This design comes from an exercise in tuning for small area and a short achievable clock period on the open sky130 flow, not from production work.

==> run R: inputs <==
## executor
module executor (
    input  logic        clk,
    input  logic        nreset,
    input  logic        enable,
    input  logic [31:0] decoder_inst,
    input  logic [31:0] rn_value,
    input  logic [31:0] rd_rm_value,    
    input  logic [31:0] pc,
    output logic        ready,
    output logic [3:0]  cpsr,
    output logic        condition_passes,
    output logic [31:0] executor_inst,
    output logic        update_pc,
    output logic [31:0] new_pc,
    output logic        update_rd,
    output logic [31:0] rd_value
);
Settings: LEC_CHECK=0, CAP_MARGIN=20, CORE_MARGIN=2, CORE_UTILIZATION=55, CTS_CLUSTER_DIAMETER=100, CTS_CLUSTER_SIZE=28, PLACE_DENSITY=0.65, SETUP_SLACK_MARGIN=5, SLEW_MARGIN=20, SYNTH_HIERARCHICAL=1, TNS_END_PERCENT=5; clock period 10.0 ns.
standard.sh (not shown) runs the stock make flow with config.mk's settings and CLKGATE_MAP_FILE= SYNTH_SCRIPT=/design/flow/synth_recipe.tcl, a recipe that flattens the netlist after the stock synthesis.
==> flow/flow/run.sh <==
#!/bin/bash
# The standard layout (standard.sh), with two changes:
# - port buffers are a real buffer cell, not the delay cell buffer_ports
#   picks by default;
# - after synthesis every combinational cell is set to its smallest drive
#   (downsize.py), and placement and timing repair size up what needs it.
set -euo pipefail
export BUFFER_PORTS_ARGS="-buffer_cell sky130_fd_sc_hd__buf_4"
bash standard.sh synth > synth.log 2>&1
R=orfs/results/sky130hd/executor/base
python3 flow/downsize.py "$FLOW_HOME/platforms/sky130hd/lib/sky130_fd_sc_hd__tt_025C_1v80.lib" \
    $R/1_2_yosys.v $R/1_2_yosys_small.v > downsize.log 2>&1
mv $R/1_2_yosys_small.v $R/1_2_yosys.v
rm -f $R/1_synth.odb $R/1_synth.sdc
bash standard.sh > standard.log 2>&1
==> flow/flow/downsize.py <==
#!/usr/bin/env python3
"""Set every combinational cell of a netlist to the smallest drive of its type.

Reads the liberty file for cell areas; cells whose names differ only in the
drive suffix (_0, _1, _2, ...) share function and pins. Sequential cells,
tie cells and anything without a smaller variant are left alone. The placer
and the timing repair size cells up again where slew, load or timing need it.
usage: downsize.py LIB NETLIST_IN NETLIST_OUT
"""
import re
import sys

lib, src, dst = sys.argv[1:4]
text = open(lib).read()
area = {}
for m in re.finditer(r'cell\s*\(\s*"?(sky130_fd_sc_hd__\w+)"?\s*\)\s*\{\s*(.*?)area\s*:\s*([\d.]+)', text, re.S):
    area[m.group(1)] = float(m.group(3))

keep = ('df', 'edf', 'sdf', 'dl', 'sedf', 'conb', 'tap', 'fill', 'decap', 'lpflow', 'probe',
        'clkbuf', 'clkinv', 'clkdly', 'dlygate', 'dlymetal', 'buf', 'inv', 'bufinv', 'bufbuf')
groups = {}
for cell in area:
    m = re.match(r'sky130_fd_sc_hd__(\w+?)_(\d+)$', cell)
    if not m:
        continue
    base = m.group(1)
    if base.startswith(keep):
        continue
    groups.setdefault(base, []).append(cell)

best = {}
for base, cells in groups.items():
    # smallest area; among equal areas the larger drive
    cells.sort(key=lambda c: (area[c], -int(c.rsplit('_', 1)[1])))
    for c in cells:
        best[c] = cells[0]

count = 0
out = []
for line in open(src):
    m = re.match(r'(\s*)(sky130_fd_sc_hd__\w+)(\s.*)', line)
    if m and m.group(2) in best and best[m.group(2)] != m.group(2):
        line = m.group(1) + best[m.group(2)] + m.group(3) + '\n'
        count += 1
    out.append(line)
open(dst, 'w').write(''.join(out))
print(f'downsized {count} cells')
==> run G: changes against run R <==
--- a/flow/design.v
+++ b/flow/design.v
@@ -68,74 +68,58 @@
     output logic       ror
 );
     assign lsl = (shift_type == 2'd0);
     assign asr = (shift_type == 2'd2);
     assign ror = (shift_type == 2'd3);
 endmodule
-module shift_fill (
+module shift_field (
     input  logic [31:0] rm_value,
+    input  logic        lsl,
     input  logic        asr,
     input  logic        ror,
-    output logic [30:0] fill_n
+    output logic [62:0] field_n
 );
+    for (genvar i = 0; i < 32; i++) begin : g_low
+        assign field_n[i] = ~(lsl ? rm_value[31 - i] : rm_value[i]);
+    end
     for (genvar i = 0; i < 31; i++) begin : g_high
-        assign fill_n[i] = ~((ror & rm_value[i]) | (asr & rm_value[31]));
+        assign field_n[32 + i] = ~((ror & rm_value[i]) | (asr & rm_value[31]));
     end
 endmodule
-module shift_left_step #(
-    parameter int   D     = 1,
-    parameter logic ZERO  = 1'b0     
-) (
-    input  logic [31:0] in,
-    input  logic        s,
-    output logic [31:0] out
-);
-    assign out[D-1:0]  = s ? {D{ZERO}} : ~in[D-1:0];
-    assign out[31:D]   = ~(s ? in[31-D:0] : in[31:D]);
-endmodule
 module operand_shifter (
     input  logic [31:0] rm_value,
     input  logic [4:0]  amount,
     input  logic [1:0]  shift_type,
     output logic        lsl,
-    output logic [31:0] right,       
-    output logic [31:0] left         
+    output logic [31:0] shifted      
 );
     logic        asr;
     logic        ror;
-    logic [30:0] fill_n;
+    logic [62:0] field_n;
     logic [46:0] st16;
     logic [38:0] st8_n;
     logic [34:0] st4;
     logic [32:0] st2_n;
     shift_ctl u_ctl (
         .shift_type (shift_type),
         .lsl        (lsl),
         .asr        (asr),
         .ror        (ror)
     );
-    shift_fill u_fill (
+    shift_field u_field (
         .rm_value (rm_value),
+        .lsl      (lsl),
         .asr      (asr),
         .ror      (ror),
-        .fill_n   (fill_n)
+        .field_n  (field_n)
     );
-    shift_step #(.W(47), .D(16)) u_st16 (.in({fill_n, ~rm_value}), .s(amount[4]), .out(st16));
+    shift_step #(.W(47), .D(16)) u_st16 (.in(field_n), .s(amount[4]), .out(st16));
     shift_step #(.W(39), .D(8))  u_st8  (.in(st16),    .s(amount[3]), .out(st8_n));
     shift_step #(.W(35), .D(4))  u_st4  (.in(st8_n),   .s(amount[2]), .out(st4));
     shift_step #(.W(33), .D(2))  u_st2  (.in(st4),     .s(amount[1]), .out(st2_n));
-    shift_step #(.W(32), .D(1))  u_st1  (.in(st2_n),   .s(amount[0]), .out(right));
-    logic [31:0] l16;
-    logic [31:0] l8_n;
-    logic [31:0] l4;
-    logic [31:0] l2_n;
-    shift_left_step #(.D(16), .ZERO(1'b0)) u_l16 (.in(~rm_value), .s(amount[4]), .out(l16));
-    shift_left_step #(.D(8),  .ZERO(1'b1)) u_l8  (.in(l16),       .s(amount[3]), .out(l8_n));
-    shift_left_step #(.D(4),  .ZERO(1'b0)) u_l4  (.in(l8_n),      .s(amount[2]), .out(l4));
-    shift_left_step #(.D(2),  .ZERO(1'b1)) u_l2  (.in(l4),        .s(amount[1]), .out(l2_n));
-    shift_left_step #(.D(1),  .ZERO(1'b0)) u_l1  (.in(l2_n),      .s(amount[0]), .out(left));
+    shift_step #(.W(32), .D(1))  u_st1  (.in(st2_n),   .s(amount[0]), .out(shifted));
 endmodule
 module nand2_cell (
     input  logic a,
     input  logic b,
     output logic y
 );
@@ -657,20 +641,12 @@
                 .y (row_hold[64*k + r])
             );
             inv_cell u_en (.a(row_hold[64*k + r]), .y(row_en[64*k + r]));
         end
     end
 endmodule
-module decode3 (
-    input  logic [2:0] x,
-    output logic [7:0] y
-);
-    for (genvar i = 0; i < 8; i++) begin : g_line
-        assign y[i] = (x == 3'(i));
-    end
-endmodule
 `default_nettype wire
 `timescale 1ns/1ps
 `default_nettype none
 module executor (
     input  logic        clk,
     input  logic        nreset,
@@ -708,23 +684,25 @@
     logic branch_op;
     logic is_branch;
     assign data_op   = enable && (fmt == 2'd0);
     assign memory_op = enable && (fmt == 2'd1);
     assign branch_op = enable && (fmt == 2'd2);
     assign is_branch = cond_passes && branch_op;
-    logic [31:0] shift_right;
-    logic [31:0] shift_left;
+    logic [31:0] shifted;
+    logic [31:0] shifted_rev;
     logic        shift_lsl;
     operand_shifter u_operand_shifter (
         .rm_value   (rd_rm_value),
         .amount     (inst[11:7]),
         .shift_type (inst[6:5]),
         .lsl        (shift_lsl),
-        .right      (shift_right),
-        .left       (shift_left)
+        .shifted    (shifted)
     );
+    for (genvar i = 0; i < 32; i++) begin : g_rev
+        assign shifted_rev[i] = shifted[31 - i];
+    end
     logic [31:0] rotated_imm;
     assign rotated_imm = 32'({24'd0, inst[7:0], 24'd0, inst[7:0]} >> {inst[11:8], 1'b0});
     logic [29:0] link_word;
     logic [30:0] branch_sum;
     logic [31:0] branch_target;
     logic [31:0] link_value;
@@ -734,14 +712,14 @@
     assign link_value    = {link_word, pc[1:0]};
     logic        link_op;
     logic [31:0] operand2;
     assign link_op = !data_op;
     operand_select #(.W(32)) u_operand2 (
         .imm      (link_op ? link_value : rotated_imm),
-        .fwd      (shift_right),
-        .rev      (shift_left),
+        .fwd      (shifted),
+        .rev      (shifted_rev),
         .take_imm (inst[25] || link_op),
         .take_fwd (!inst[25] && !link_op && !shift_lsl),
         .take_rev (!inst[25] && !link_op && shift_lsl),
         .y        (operand2)
     );
     logic alu_writes_rd;
@@ -818,14 +796,14 @@
     assign cpsr[2] = flag_arith_q ? z_arith_q   : cpsr_other[2];
     assign cpsr[1] = flag_arith_q ? c_arith     : cpsr_other[1];
     assign cpsr[0] = (flag_arith_q && v_gate && v_arith) || (!flag_arith_q && cpsr_other[0]);
     logic [7:0] offset8;
     operand_select #(.W(8)) u_offset (
         .imm      (inst[7:0]),
-        .fwd      (shift_right[7:0]),
-        .rev      (shift_left[7:0]),
+        .fwd      (shifted[7:0]),
+        .rev      (shifted_rev[7:0]),
         .take_imm (!inst[25]),
         .take_fwd (inst[25] && !shift_lsl),
         .take_rev (inst[25] && shift_lsl),
         .y        (offset8)
     );
     logic mem_read_op;
==> summary of the runs <==
Of run G and run R, run G has the higher global-route usage (gap 1.3 points).
Against run G, the final cell count of run R is higher by about 0.5%.
Worst hold slack: run G is better than run R (0.012 ns).
Of run R and run G, run G has the higher setup slack (gap 0.15 ns).
Of run G and run R, run G has the higher register-to-register slack (gap 0.46 ns).
In run G the design area is higher than in run R, by about 0.8%.
No run of this note included a check of the RTL's function; only the layout flow was run.

afterwards: timing with drivers on the ports:
In the flow no input, the clock included, has a driving cell. The finished layouts below were timed again as built, in two steps. Step 1, drivers: a clkbuf_16 drives clk and a buf_2 each remaining input, both assumed. Step 2 also shifts input and output timing later by t, the mid clock arrival at the registers, as if the neighbouring blocks saw the same clock. Slacks: ideal ports / drivers / drivers and shift; pairs: ideal ports / drivers.
run	shift t [ns]	setup WS [ns]	worst setup path after step 2	cell pins on the clock port's net
run R	0.897	4.388 / 4.289 / 3.393	input to register	1
run G	0.875	4.537 / 4.365 / 3.723	input to register	1
After both steps every run listed still meets setup and hold. For run R, which loses most, drivers alone change the setup slack by -0.099 ns; drivers and shift together by -0.995 ns.
